Source: an optimization exercise on an open RTL-to-GDS flow (aim: small area, a short achievable clock period and few clock cycles per item). Production flows keep margins and buffers that such runs may drop. The RTL was checked by simulation tests, not by an equivalence proof against the original design.

blue:
==> flow/design.v <==
module fc_layer_mac #(
    parameter int IN_DIM      = 256,
    parameter int OUT_DIM     = 32,
    parameter int IN_W        = 8,
    parameter int W_W         = 8,
    parameter int ACC_W       = 32,
    parameter int OUT_SHIFT   = 7,
    parameter int BIAS_LSHIFT = 7,
    parameter int RELU        = 1,
    parameter int OUT_W       = 8,
    parameter int WA_W        = $clog2(IN_DIM * OUT_DIM),
    parameter int BA_W        = (OUT_DIM > 1) ? $clog2(OUT_DIM) : 1
) (
    input  logic                    clk,
    input  logic                    rst_n,
    input  logic                    in_valid,
    output logic                    in_ready,
    input  logic signed [IN_W-1:0]  in_data,
    output logic [WA_W-1:0]         w_addr,
    input  logic signed [W_W-1:0]   w_q,
    output logic [BA_W-1:0]         b_addr,
    input  logic signed [W_W-1:0]   b_q,
    output logic                    out_valid,
    input  logic                    out_ready,
    output logic signed [OUT_W-1:0] out_data,
    output logic [BA_W-1:0]         out_idx,
    output logic                    out_last,
    output logic                    busy
);
    localparam int CNT_W = $clog2(IN_DIM);
    localparam int SW    = 23;    
    localparam logic [CNT_W-1:0] LAST_I = CNT_W'(IN_DIM - 1);
    localparam logic [BA_W-1:0]  LAST_O = BA_W'(OUT_DIM - 1);
    logic [BA_W-1:0]  oa;         
    logic [BA_W-1:0]  q;          
    logic [CNT_W-1:0] ia;         
    logic [CNT_W-1:0] ia_o;       
    logic             in_rdy;
    logic             in_rdy_o;   
    logic             z;          
    logic [3:0]             bd_one;    
    logic [3:0]             bd_two;
    logic [3:0]             bd_neg;
    logic                   pact_m;    
    logic signed [W_W-1:0]  w_r;
    logic [12:0]            ph_lo;     
    logic [12:0]            ph_hi;     
    logic [SW-1:0]          ring [OUT_DIM];
    logic             vec_fin;    
    logic [BA_W-1:0]  ext_idx;    
    logic             tap_match;  
    logic [1:0]       owed;       
    logic             busy_q;
    logic             ov_q;
    logic             ov_o;       
    logic [OUT_W-1:0] od_q;
    logic [BA_W-1:0]  oi_q;
    logic             ol_q;
    logic [OUT_W-1:0] od_o;       
    logic [BA_W-1:0]  oi_o;       
    logic             ol_o;
    logic             busy_o;
    logic             last_pend;  
    logic in_fire;
    logic out_fire;
    logic take;
    logic [BA_W-1:0]  tap_nxt;
    logic [OUT_W-1:0] res;
    assign in_fire  = in_valid & in_rdy;
    assign out_fire = out_ready & ov_q;
    logic [CNT_W-1:0] ia_nxt;
    logic             in_rdy_nxt;
    assign ia_nxt     = ia + CNT_W'(q == '0 && pact_m);
    assign in_rdy_nxt = (q == BA_W'(1)) & ~vec_fin;
    always_ff @(posedge clk) begin
        oa       <= q;
        ia_o     <= ia_nxt;
        in_rdy_o <= in_rdy_nxt;
    end
    always_ff @(posedge clk or negedge rst_n) begin
        if (!rst_n) begin
            q       <= '0;
            ia      <= '0;
            in_rdy  <= 1'b0;
            z       <= 1'b0;
            pact_m  <= 1'b0;
            vec_fin <= 1'b0;
        end else begin
            q      <= q + BA_W'(1);
            in_rdy <= in_rdy_nxt;
            z      <= (ia == '0) & ~vec_fin;
            ia     <= ia_nxt;
            if (q == BA_W'(2)) begin
                pact_m <= in_fire;
            end
            if (in_fire && ia == LAST_I) begin
                vec_fin <= 1'b1;
            end else if (take && ext_idx == LAST_O) begin
                vec_fin <= 1'b0;
            end
        end
    end
    always_ff @(posedge clk) begin
        if (q == BA_W'(2)) begin
            for (int k = 0; k < 4; k++) begin
                bd_one[k] <= in_fire & (in_data[2*k] ^ ((k == 0) ? 1'b0 : in_data[2*k-1]));
                bd_two[k] <= in_fire & ((in_data[2*k+1] & ~in_data[2*k] & ~((k == 0) ? 1'b0 : in_data[2*k-1]))
                           | (~in_data[2*k+1] & in_data[2*k] & ((k == 0) ? 1'b0 : in_data[2*k-1])));
                bd_neg[k] <= in_fire & in_data[2*k+1] & ~(in_data[2*k] & ((k == 0) ? 1'b0 : in_data[2*k-1]));
            end
        end
    end
    function automatic logic [9:0] brow(input logic one, input logic two,
                                        input logic neg, input logic act,
                                        input logic signed [7:0] w);
        logic [9:0] m;
        m = one ? {{2{w[7]}}, w} : two ? {w[7], w, 1'b0} : 10'd0;
        m = m ^ {10{neg}};
        brow = {~m[9] & act, m[8:0]};
    endfunction
    logic [9:0] r0, r1, r2, r3;
    assign r0 = brow(bd_one[0], bd_two[0], bd_neg[0], pact_m, w_r);
    assign r1 = brow(bd_one[1], bd_two[1], bd_neg[1], pact_m, w_r);
    assign r2 = brow(bd_one[2], bd_two[2], bd_neg[2], pact_m, w_r);
    assign r3 = brow(bd_one[3], bd_two[3], bd_neg[3], pact_m, w_r);
    always_ff @(posedge clk) begin
        w_r   <= w_q;
        ph_lo <= 13'(r0) + {1'b0, r1, 2'b00} + {10'd0, bd_neg[1], 1'b0, bd_neg[0]};
        ph_hi <= 13'(r2) + {1'b0, r3, 2'b00} + {10'd0, bd_neg[3], 1'b0, bd_neg[2]};
    end
    always_ff @(posedge clk) begin
        ring[0] <= ring[OUT_DIM-1] + SW'(ph_lo) + {6'd0, ph_hi, 4'd0};
        for (int k = 1; k < OUT_DIM; k++) begin
            if (k != OUT_DIM - 2) begin
                ring[k] <= ring[k-1];
            end
        end
        if (z) begin
            ring[OUT_DIM-2] <= {8'd43, ~b_q[W_W-1], b_q[W_W-2:0], {BIAS_LSHIFT{1'b0}}};
        end else begin
            ring[OUT_DIM-2] <= ring[OUT_DIM-3];
        end
    end
    always_comb begin
        if (ring[0][SW-1]) begin
            res = {1'b0, {(OUT_W-1){1'b1}}};
        end else if (&ring[0][SW-2:OUT_SHIFT+OUT_W-1]) begin
            res = {1'b0, ring[0][OUT_SHIFT+OUT_W-2:OUT_SHIFT]};
        end else begin
            res = '0;
        end
    end
    assign take = vec_fin & tap_match & (~ov_q | out_ready);
    always_ff @(posedge clk) begin
        ov_o <= take | (ov_q & ~out_ready);
    end
    assign tap_nxt = q - 5'd4;
    always_ff @(posedge clk or negedge rst_n) begin
        if (!rst_n) begin
            ext_idx   <= '0;
            tap_match <= 1'b0;
            ov_q      <= 1'b0;
            last_pend <= 1'b0;
            owed      <= 2'd0;
            busy_q    <= 1'b0;
        end else begin
            if (take) begin
                ext_idx <= ext_idx + BA_W'(1);
            end
            tap_match <= take | (tap_nxt == ext_idx);
            if (take) begin
                ov_q      <= 1'b1;
                last_pend <= (ext_idx == LAST_O);
            end else if (out_ready) begin
                ov_q      <= 1'b0;
                last_pend <= 1'b0;
            end
            owed   <= owed_nxt;
            busy_q <= busy_nxt;
        end
    end
    logic [1:0] owed_nxt;
    logic       busy_nxt;
    always_comb begin
        owed_nxt = owed;
        busy_nxt = busy_q;
        case ({in_fire & (ia == LAST_I), out_fire & last_pend})
            2'b10: begin owed_nxt = owed + 2'd1; busy_nxt = 1'b1; end
            2'b01: begin owed_nxt = owed - 2'd1; busy_nxt = (owed != 2'd1); end
            default: ;
        endcase
    end
    always_ff @(posedge clk) begin
        if (take) begin
            od_q <= ~res;
            oi_q <= ~ext_idx;
            ol_q <= ~(ext_idx == LAST_O);
        end
    end
    always_ff @(posedge clk) begin
        od_o   <= take ? res : ~od_q;
        oi_o   <= take ? ext_idx : ~oi_q;
        ol_o   <= take ? (ext_idx == LAST_O) : ~ol_q;
        busy_o <= busy_nxt;
    end
    assign in_ready  = in_rdy_o;
    assign w_addr    = {oa, ia_o};
    assign b_addr    = oa;
    assign out_valid = ov_o;
    assign out_data  = od_o;
    assign out_idx   = oi_o;
    assign out_last  = ol_o;
    assign busy      = busy_o;
endmodule
==> flow/config.mk <==
export PLATFORM = sky130hd
export DESIGN_NAME = fc_layer_mac
export DESIGN_NICKNAME = fc_layer_mac
export VERILOG_FILES = /design/flow/design.v
export SDC_FILE = /design/flow/constraint.sdc
export NUM_CORES = 4
export LEC_CHECK = 0
export CAP_MARGIN = 20
export CORE_MARGIN = 2
export CORE_UTILIZATION = 40
export SLEW_MARGIN = 20
==> flow/constraint.sdc <==
create_clock -name core_clock -period 9.0 [get_ports {clk}]
set_input_delay 1.8000 -clock core_clock [delete_from_list [all_inputs] [get_ports {clk}]]
set_output_delay 1.8000 -clock core_clock [all_outputs]
set_load 0.01 [all_outputs]
standard.sh (not shown) runs the stock make flow with config.mk's settings and CLKGATE_MAP_FILE= SYNTH_SCRIPT=/design/flow/synth_recipe.tcl, a recipe that flattens the netlist after the stock synthesis.
==> flow/flow/run.sh <==
#!/bin/bash
# Own layout flow: the standard ORFS flow (standard.sh), unchanged synthesis,
# with the extra ORFS make variables listed in flow/knobs.txt (timing-repair
# effort). Each tool's output stays in orfs/logs; make's own output goes to
# run_standard.log in this folder.
set -euo pipefail
KNOBS=$(grep -v '^#' flow/knobs.txt | tr '\n' ' ')
bash standard.sh $KNOBS finish > run_standard.log 2>&1
==> flow/flow/knobs.txt <==
SETUP_SLACK_MARGIN=6.3
CTS_CLUSTER_SIZE=30
CTS_CLUSTER_DIAMETER=80
Testbench counts of blue, summed over its fixed seeds: cycles 262,960, vectors 32.
Input-level comparison between purple and blue:
-- flow/design.v --
<<< blue, line 54
    logic             ov_q;
    logic             ov_o;       
    logic [OUT_W-1:0] od_q;
    logic [BA_W-1:0]  oi_q;
    logic             ol_q;
    logic [OUT_W-1:0] od_o;       
    logic [BA_W-1:0]  oi_o;       
    logic             ol_o;
    logic             busy_o;
    logic             last_pend;  
    logic in_fire;
    logic out_fire;
>>> purple, line 54
    logic             ov_q;
    logic             ov_o;       
    logic [OUT_W-1:0] od_q;       
    logic [OUT_W-1:0] od_o;       
    logic [BA_W-1:0]  oi_o;       
    logic             ol_o;
    logic             busy_o;     
    logic in_fire;
    logic out_fire;
<<< blue, line 161
            tap_match <= 1'b0;
            ov_q      <= 1'b0;
            last_pend <= 1'b0;
            owed      <= 2'd0;
            busy_q    <= 1'b0;
>>> purple, line 158
            tap_match <= 1'b0;
            ov_q      <= 1'b0;
            owed      <= 2'd0;
            busy_q    <= 1'b0;
<<< blue, line 170
            tap_match <= take | (tap_nxt == ext_idx);
            if (take) begin
                ov_q      <= 1'b1;
                last_pend <= (ext_idx == LAST_O);
            end else if (out_ready) begin
                ov_q      <= 1'b0;
                last_pend <= 1'b0;
            end
            owed   <= owed_nxt;
>>> purple, line 166
            tap_match <= take | (tap_nxt == ext_idx);
            if (take) begin
                ov_q <= 1'b1;
            end else if (out_ready) begin
                ov_q <= 1'b0;
            end
            owed   <= owed_nxt;
<<< blue, line 185
        owed_nxt = owed;
        busy_nxt = busy_q;
        case ({in_fire & (ia == LAST_I), out_fire & last_pend})
            2'b10: begin owed_nxt = owed + 2'd1; busy_nxt = 1'b1; end
            2'b01: begin owed_nxt = owed - 2'd1; busy_nxt = (owed != 2'd1); end
>>> purple, line 179
        owed_nxt = owed;
        busy_nxt = busy_q;
        case ({in_fire & (ia == LAST_I), out_fire & (ext_idx == '0)})
            2'b10: begin owed_nxt = owed + 2'd1; busy_nxt = 1'b1; end
            2'b01: begin owed_nxt = owed - 2'd1; busy_nxt = (owed != 2'd1); end
<<< blue, line 194
        if (take) begin
            od_q <= ~res;
            oi_q <= ~ext_idx;
            ol_q <= ~(ext_idx == LAST_O);
        end
    end
    always_ff @(posedge clk) begin
        od_o   <= take ? res : ~od_q;
        oi_o   <= take ? ext_idx : ~oi_q;
        ol_o   <= take ? (ext_idx == LAST_O) : ~ol_q;
        busy_o <= busy_nxt;
    end
>>> purple, line 188
        if (take) begin
            od_q <= ~res;
        end
    end
    always_ff @(posedge clk) begin
        od_o   <= take ? res : ~od_q;
        oi_o   <= take ? ext_idx : ext_idx - BA_W'(1);
        ol_o   <= take ? (ext_idx == LAST_O) : (ext_idx == '0);
        busy_o <= busy_nxt;
    end
Results
- met3 usage in global routing was higher in the run labelled blue.
- Compared with blue, in purple total wire length lower, worst setup slack roughly the same, post-route cell area lower, wire length per cell roughly the same.
- purple ended with less count of state elements after synthesis than blue.
- Compared to blue, purple has area overhead of the layout relative to synthesis 0.25 points higher.
Testbench counts of purple, summed over its fixed seeds: cycles 262,960, vectors 32.

-- re-timing with driven ports --
No port has a modelled driver above. Below, the same layouts with a new extraction and two added sets of constraints. Step 1: set_driving_cell puts a clkbuf_16 on clk and a buf_2 on each other input, an assumption about the parent block. Step 2 also shifts input and output timing later by t, the mid clock arrival at the registers, as if the neighbouring blocks saw the same clock. a / b / c = no drivers / after step 1 / after step 2; a / b = the first two.
run	shift t [ns]	slack for setup (ns)	worst register clock-pin slew, ns	worst data-port slew with drivers (ns)	cell pins on the clock port's net
blue	0.629	6.133 / 6.082 / 5.773	0.11 / 0.11	0.06	1
purple	0.627	6.131 / 6.075 / 5.788	0.11 / 0.11	0.05	1
After both steps setup and hold are still met in every run listed. The setup slack of blue, which loses most, moves by -0.051 ns with the drivers and by -0.360 ns with both steps.
